This is an optimization exercise on Yosys and OpenROAD, whose aim is small area, a short achievable clock period and few clock cycles, not a production implementation. RTL that was checked went through simulation tests only; none was proved equivalent to the original.

==> run a: inputs <==
## ram_stream_buffer
module ram_stream_buffer #(
  parameter int DATA_WIDTH = 128,
  parameter int ADDR_WIDTH = 8,
  parameter int ENT_NUM    = 16,
  parameter int CNT_WIDTH  = 5,
  parameter int BYTE_W     = 4
) (
  input  logic                    clk,
  input  logic                    rst_n,
  input  logic                    ctrl_vld,
  output logic                    ctrl_rdy,
  input  logic [ADDR_WIDTH-1:0]   ctrl_start_addr,
  input  logic [CNT_WIDTH-1:0]    ctrl_ent_num,
  input  logic                    ctrl_dir,
  input  logic [BYTE_W-1:0]       ctrl_start_byte,
  input  logic [BYTE_W-1:0]       ctrl_end_byte,
  output logic                    ram_read_vld,
  output logic [ADDR_WIDTH-1:0]   ram_read_addr,
  input  logic                    ram_read_rdy,
  input  logic                    ram_rsp_vld,
  input  logic [DATA_WIDTH-1:0]   ram_rsp_data,
  output logic                    mxu_vld,
  output logic [DATA_WIDTH-1:0]   mxu_data,
  output logic [DATA_WIDTH/8-1:0] mxu_byte_en,
  output logic                    mxu_last,
  input  logic                    mxu_rdy,
  output logic                    busy,
  output logic                    done
);
  localparam int NBYTES = DATA_WIDTH / 8;
  ...
Settings: LEC_CHECK=0, ABC_CLOCK_PERIOD_IN_PS=2200, CAP_MARGIN=20, CORE_MARGIN=2, CORE_UTILIZATION=60, CTS_CLUSTER_DIAMETER=80, CTS_CLUSTER_SIZE=30, SETUP_SLACK_MARGIN=2.8, SLEW_MARGIN=20; clock period 5.0 ns.
run.sh (not shown) runs the stock make flow with config.mk's settings and CLKGATE_MAP_FILE= SYNTH_SCRIPT=/design/flow/synth_recipe.tcl, a recipe that flattens the netlist after the stock synthesis.
==> inputs of run b, as changes to run a <==
==> flow/design.v (replaced) <==
module ram_stream_buffer #(
  parameter int DATA_WIDTH = 128,
  parameter int ADDR_WIDTH = 8,
  parameter int ENT_NUM    = 16,
  parameter int CNT_WIDTH  = 5,
  parameter int BYTE_W     = 4
) (
  input  logic                    clk,
  input  logic                    rst_n,
  input  logic                    ctrl_vld,
  output logic                    ctrl_rdy,
  input  logic [ADDR_WIDTH-1:0]   ctrl_start_addr,
  input  logic [CNT_WIDTH-1:0]    ctrl_ent_num,
  input  logic                    ctrl_dir,
  input  logic [BYTE_W-1:0]       ctrl_start_byte,
  input  logic [BYTE_W-1:0]       ctrl_end_byte,
  output logic                    ram_read_vld,
  output logic [ADDR_WIDTH-1:0]   ram_read_addr,
  input  logic                    ram_read_rdy,
  input  logic                    ram_rsp_vld,
  input  logic [DATA_WIDTH-1:0]   ram_rsp_data,
  output logic                    mxu_vld,
  output logic [DATA_WIDTH-1:0]   mxu_data,
  output logic [DATA_WIDTH/8-1:0] mxu_byte_en,
  output logic                    mxu_last,
  input  logic                    mxu_rdy,
  output logic                    busy,
  output logic                    done
);
  localparam int NBYTES = DATA_WIDTH / 8;
  localparam int ARR_N  = ENT_NUM - 1;      
  localparam int PW     = $clog2(ENT_NUM + 1);
  logic                  act_v;
  logic [ADDR_WIDTH-1:0] act_addr;      
  logic                  act_dir;
  logic [CNT_WIDTH-1:0]  act_rem;       
  logic                  act_last;      
  logic                  slot_v;
  logic [ADDR_WIDTH-1:0] slot_addr;
  logic                  slot_dir;
  logic [CNT_WIDTH-1:0]  slot_num;
  logic                  rvld_q;
  logic [PW-1:0]         pend_q;        
  logic [PW-1:0]         outst_q;       
  logic                  outst_nz_q;
  logic                  fv;
  logic [BYTE_W-1:0]     f_sb, f_eb;
  logic [CNT_WIDTH-1:0]  f_left;        
  logic                  f_first, f_last;
  logic [BYTE_W-1:0]     q_sb  [2];
  logic [BYTE_W-1:0]     q_eb  [2];
  logic [CNT_WIDTH-1:0]  q_nm1 [2];
  logic                  q_wp, q_rp;
  logic                  q_ge1, q_ge2;  
  logic [DATA_WIDTH-1:0] arr [ARR_N];
  logic [ARR_N-1:0]      wptr_q, rptr_q;   
  logic [ARR_N-1:0]      wsel_q;           
  logic                  arr_ne_q;         
  logic                  arr_one;          
  logic                  head_v;
  logic [DATA_WIDTH-1:0] head_data;
  logic [NBYTES-1:0]     head_be;
  logic                  head_last;
  logic                  zpend_q;       
  logic                  done_q;
  logic                  busy_q;        
  logic accept, acc_zero, acc_real;
  assign accept   = ctrl_vld & ~busy_q;
  assign acc_zero = accept & (ctrl_ent_num == '0);
  assign acc_real = accept & (ctrl_ent_num != '0);
  logic fire, act_fin, act_free, act_load_slot, act_load_ctrl, act_v_d, slot_v_d;
  logic [PW-1:0] pend_d, outst_d;
  logic pop, push, hload;
  assign fire          = rvld_q & ram_read_rdy;
  assign act_fin       = fire & act_last;
  assign act_free      = ~act_v | act_fin;
  assign act_load_slot = act_free & slot_v;
  assign act_load_ctrl = act_free & acc_real;
  assign act_v_d       = act_load_slot | act_load_ctrl | (act_v & ~act_fin);
  assign slot_v_d      = (slot_v | acc_real) & ~act_free;
  assign pop     = head_v & mxu_rdy;
  always_comb begin
    case ({fire, pop})
      2'b10:   pend_d = pend_q + PW'(1);
      2'b01:   pend_d = pend_q - PW'(1);
      default: pend_d = pend_q;
    endcase
    case ({fire, push})
      2'b10:   outst_d = outst_q + PW'(1);
      2'b01:   outst_d = outst_q - PW'(1);
      default: outst_d = outst_q;
    endcase
  end
  assign arr_one = |(wptr_q & {rptr_q[ARR_N-2:0], rptr_q[ARR_N-1]});
  logic pend_ok_d, outst_nz_d, arr_ne_d;
  always_comb begin
    case ({fire, pop})
      2'b10:   pend_ok_d = (pend_q != PW'(ENT_NUM - 1));
      2'b01:   pend_ok_d = 1'b1;
      default: pend_ok_d = (pend_q != PW'(ENT_NUM));
    endcase
    case ({fire, push})
      2'b10:   outst_nz_d = 1'b1;
      2'b01:   outst_nz_d = (outst_q != PW'(1));
      default: outst_nz_d = outst_nz_q;
    endcase
    case ({push, hload})
      2'b10:   arr_ne_d = 1'b1;
      2'b01:   arr_ne_d = ~arr_one;
      default: arr_ne_d = arr_ne_q;
    endcase
  end
  assign push   = ram_rsp_vld & outst_nz_q;
  assign hload  = arr_ne_q & (~head_v | mxu_rdy);
  logic fpop, f_free, f_from_q, f_from_ctrl, q_push, fv_d;
  assign fpop        = hload & f_last;
  assign f_free      = ~fv | fpop;
  assign f_from_q    = f_free & q_ge1;
  assign f_from_ctrl = f_free & ~q_ge1 & acc_real;
  assign q_push      = acc_real & ~f_from_ctrl;
  assign fv_d        = f_from_q | f_from_ctrl | (fv & ~fpop);
  logic q_ge1_d, q_ge2_d;
  assign q_ge1_d = q_ge2 | (q_ge1 & ~f_from_q) | q_push;
  assign q_ge2_d = (q_ge2 & ~f_from_q) | (q_ge1 & q_push & ~f_from_q);
  logic [NBYTES-1:0] f_be;
  for (genvar b = 0; b < NBYTES; b++) begin : g_be
    assign f_be[b] = (!f_first || (BYTE_W'(b) >= f_sb)) &&
                     (!f_last  || (BYTE_W'(b) <= f_eb));
  end
  logic [DATA_WIDTH-1:0] arr_rd;
  always_comb begin
    arr_rd = '0;
    for (int i = 0; i < ARR_N; i++)
      arr_rd = arr_rd | (arr[i] & {DATA_WIDTH{rptr_q[i]}});
  end
  logic idle, zdone, zpend_d, rdy_d;
  assign idle    = ~fv & ~head_v;
  assign zdone   = idle & (zpend_q | acc_zero);
  assign zpend_d = (zpend_q | acc_zero) & ~idle;
  assign rdy_d   = ~slot_v_d & ~q_ge2_d & ~zpend_d;
  assign ctrl_rdy      = ~busy_q;
  assign busy          = busy_q;
  assign ram_read_vld  = rvld_q;
  assign ram_read_addr = act_addr;
  assign mxu_vld       = head_v;
  assign mxu_data      = head_data;
  assign mxu_byte_en   = head_be;
  assign mxu_last      = head_last;
  assign done          = done_q;
  always_ff @(posedge clk or negedge rst_n) begin
    if (!rst_n) begin
      act_v      <= 1'b0;
      slot_v     <= 1'b0;
      rvld_q     <= 1'b0;
      pend_q     <= '0;
      outst_q    <= '0;
      outst_nz_q <= 1'b0;
      fv         <= 1'b0;
      q_wp       <= 1'b0;
      q_rp       <= 1'b0;
      q_ge1      <= 1'b0;
      q_ge2      <= 1'b0;
      wptr_q     <= ARR_N'(1);
      wsel_q     <= '0;
      rptr_q     <= ARR_N'(1);
      arr_ne_q   <= 1'b0;
      head_v     <= 1'b0;
      zpend_q    <= 1'b0;
      done_q     <= 1'b0;
      busy_q     <= 1'b0;
    end else begin
      act_v      <= act_v_d;
      slot_v     <= slot_v_d;
      pend_q     <= pend_d;
      rvld_q     <= act_v_d & pend_ok_d;
      outst_q    <= outst_d;
      outst_nz_q <= outst_nz_d;
      if (q_push)   q_wp <= ~q_wp;
      if (f_from_q) q_rp <= ~q_rp;
      q_ge1 <= q_ge1_d;
      q_ge2 <= q_ge2_d;
      fv    <= fv_d;
      if (push)  wptr_q <= {wptr_q[ARR_N-2:0], wptr_q[ARR_N-1]};
      wsel_q <= (push ? {wptr_q[ARR_N-2:0], wptr_q[ARR_N-1]} : wptr_q) & {ARR_N{outst_nz_d}};
      if (hload) rptr_q <= {rptr_q[ARR_N-2:0], rptr_q[ARR_N-1]};
      arr_ne_q <= arr_ne_d;
      head_v   <= hload | (head_v & ~mxu_rdy);
      zpend_q    <= zpend_d;
      done_q     <= (pop & head_last) | zdone;
      busy_q     <= ~rdy_d;
    end
  end
  always_ff @(posedge clk) begin
    if (act_load_slot) begin
      act_addr <= slot_addr;
      act_dir  <= slot_dir;
      act_rem  <= slot_num;
      act_last <= (slot_num == CNT_WIDTH'(1));
    end else if (act_load_ctrl) begin
      act_addr <= ctrl_start_addr;
      act_dir  <= ctrl_dir;
      act_rem  <= ctrl_ent_num;
      act_last <= (ctrl_ent_num == CNT_WIDTH'(1));
    end else if (fire) begin
      act_addr <= act_dir ? act_addr - ADDR_WIDTH'(1) : act_addr + ADDR_WIDTH'(1);
      act_rem  <= act_rem - CNT_WIDTH'(1);
      act_last <= (act_rem == CNT_WIDTH'(2));
    end
    if (acc_real & ~act_free) begin
      slot_addr <= ctrl_start_addr;
      slot_dir  <= ctrl_dir;
      slot_num  <= ctrl_ent_num;
    end
    if (f_from_q) begin
      f_sb    <= q_sb[q_rp];
      f_eb    <= q_eb[q_rp];
      f_left  <= q_nm1[q_rp];
      f_last  <= (q_nm1[q_rp] == '0);
      f_first <= 1'b1;
    end else if (f_from_ctrl) begin
      f_sb    <= ctrl_start_byte;
      f_eb    <= ctrl_end_byte;
      f_left  <= ctrl_ent_num - CNT_WIDTH'(1);
      f_last  <= (ctrl_ent_num == CNT_WIDTH'(1));
      f_first <= 1'b1;
    end else if (hload) begin
      f_left  <= f_left - CNT_WIDTH'(1);
      f_last  <= (f_left == CNT_WIDTH'(1));
      f_first <= 1'b0;
    end
    if (hload) begin
      head_be   <= f_be;
      head_last <= f_last;
    end
  end
  always_ff @(posedge clk) begin
    if (q_push) begin
      q_sb[q_wp]  <= ctrl_start_byte;
      q_eb[q_wp]  <= ctrl_end_byte;
      q_nm1[q_wp] <= ctrl_ent_num - CNT_WIDTH'(1);
    end
  end
  always_ff @(posedge clk) begin
    head_data <= (arr_rd & {DATA_WIDTH{hload}}) | (head_data & {DATA_WIDTH{~hload}});
  end
  for (genvar i = 0; i < ARR_N; i++) begin : g_arr
    always_ff @(posedge clk) begin
      if (ram_rsp_vld & wsel_q[i]) arr[i] <= ram_rsp_data;
    end
  end
endmodule
==> flow/config.mk (replaced) <==
export PLATFORM = sky130hd
export DESIGN_NAME = ram_stream_buffer
export DESIGN_NICKNAME = ram_stream_buffer
export VERILOG_FILES = /design/flow/design.v
export SDC_FILE = /design/flow/constraint.sdc
export NUM_CORES = 4
export LEC_CHECK = 0
export ABC_CLOCK_PERIOD_IN_PS = 2400
export CAP_MARGIN = 20
export CORE_MARGIN = 2
export CORE_UTILIZATION = 60
export CTS_CLUSTER_DIAMETER = 60
export CTS_CLUSTER_SIZE = 25
export SETUP_SLACK_MARGIN = 2.6
export SLEW_MARGIN = 20
==> comparison table <==
Result of the run: run b complete, no violations; run a complete, no violations
Least-Margin Pin Slew: run b 0.935 ns; run a 0.984 ns
Area used by multi-input combinational logic: run b 11800 µm²; run a 15500 µm²
Share of the synthesized area in the top cell type: run b 0.815; run a 0.740
Post-CTS setup buffer count: run b 22; run a 113
Sequential cell count: run b 2204; run a 2195
Met3 global-route usage: run b 0.0665; run a 0.0752
Worst path arrival time: run b 1.51 ns; run a 1.43 ns
Detail Route met2 WL: run b 103 mm; run a 117 mm
Non-clock inverter total of the final layout: run b 28; run a 47
Number of gates resized after CTS: run b 653; run a 1056
Worst reg2reg startpoint: run b rptr_q[3]; run a head_v
DIE WIDTH: run b 366 µm; run a 367 µm
TritonCTS buffer count: run b 141; run a 93
Met1 usage: run b 0.454; run a 0.485
Pin count of the biggest net entering global routing: run b 89; run a 87
Testbench counts of run b, summed over its fixed seeds: cycles 6,083.
The RTL of run a was laid out without a check of its function.

[separate check: timing with driven ports]
The results above use ideal ports. As a check the final layouts listed here were re-extracted and re-timed, cells and wires unchanged. Step 1: set_driving_cell puts a clkbuf_16 on clk and a buf_2 on each other input, an assumption about the parent block. Step 2 times the ports against the registers' clock, not the clock port: input delays grow and output delays shrink by t, the midpoint of the rising clock arrivals with the driver on. Slacks: no drivers / after step 1 / after step 2; pairs: no drivers / after step 1.
run	t (ns)	setup slack, ns	hold slack, ns	worst slew at a driven data input, ns
run a	0.835	2.571 / 2.485 / 1.868	0.355 / 0.365 / 0.459	0.20
run b	0.853	2.495 / 2.418 / 1.769	0.171 / 0.156 / 0.478	0.18
After both steps setup and hold are still met in every run listed. The setup slack of run b, which loses most, moves by -0.077 ns with the drivers and by -0.726 ns with both steps.
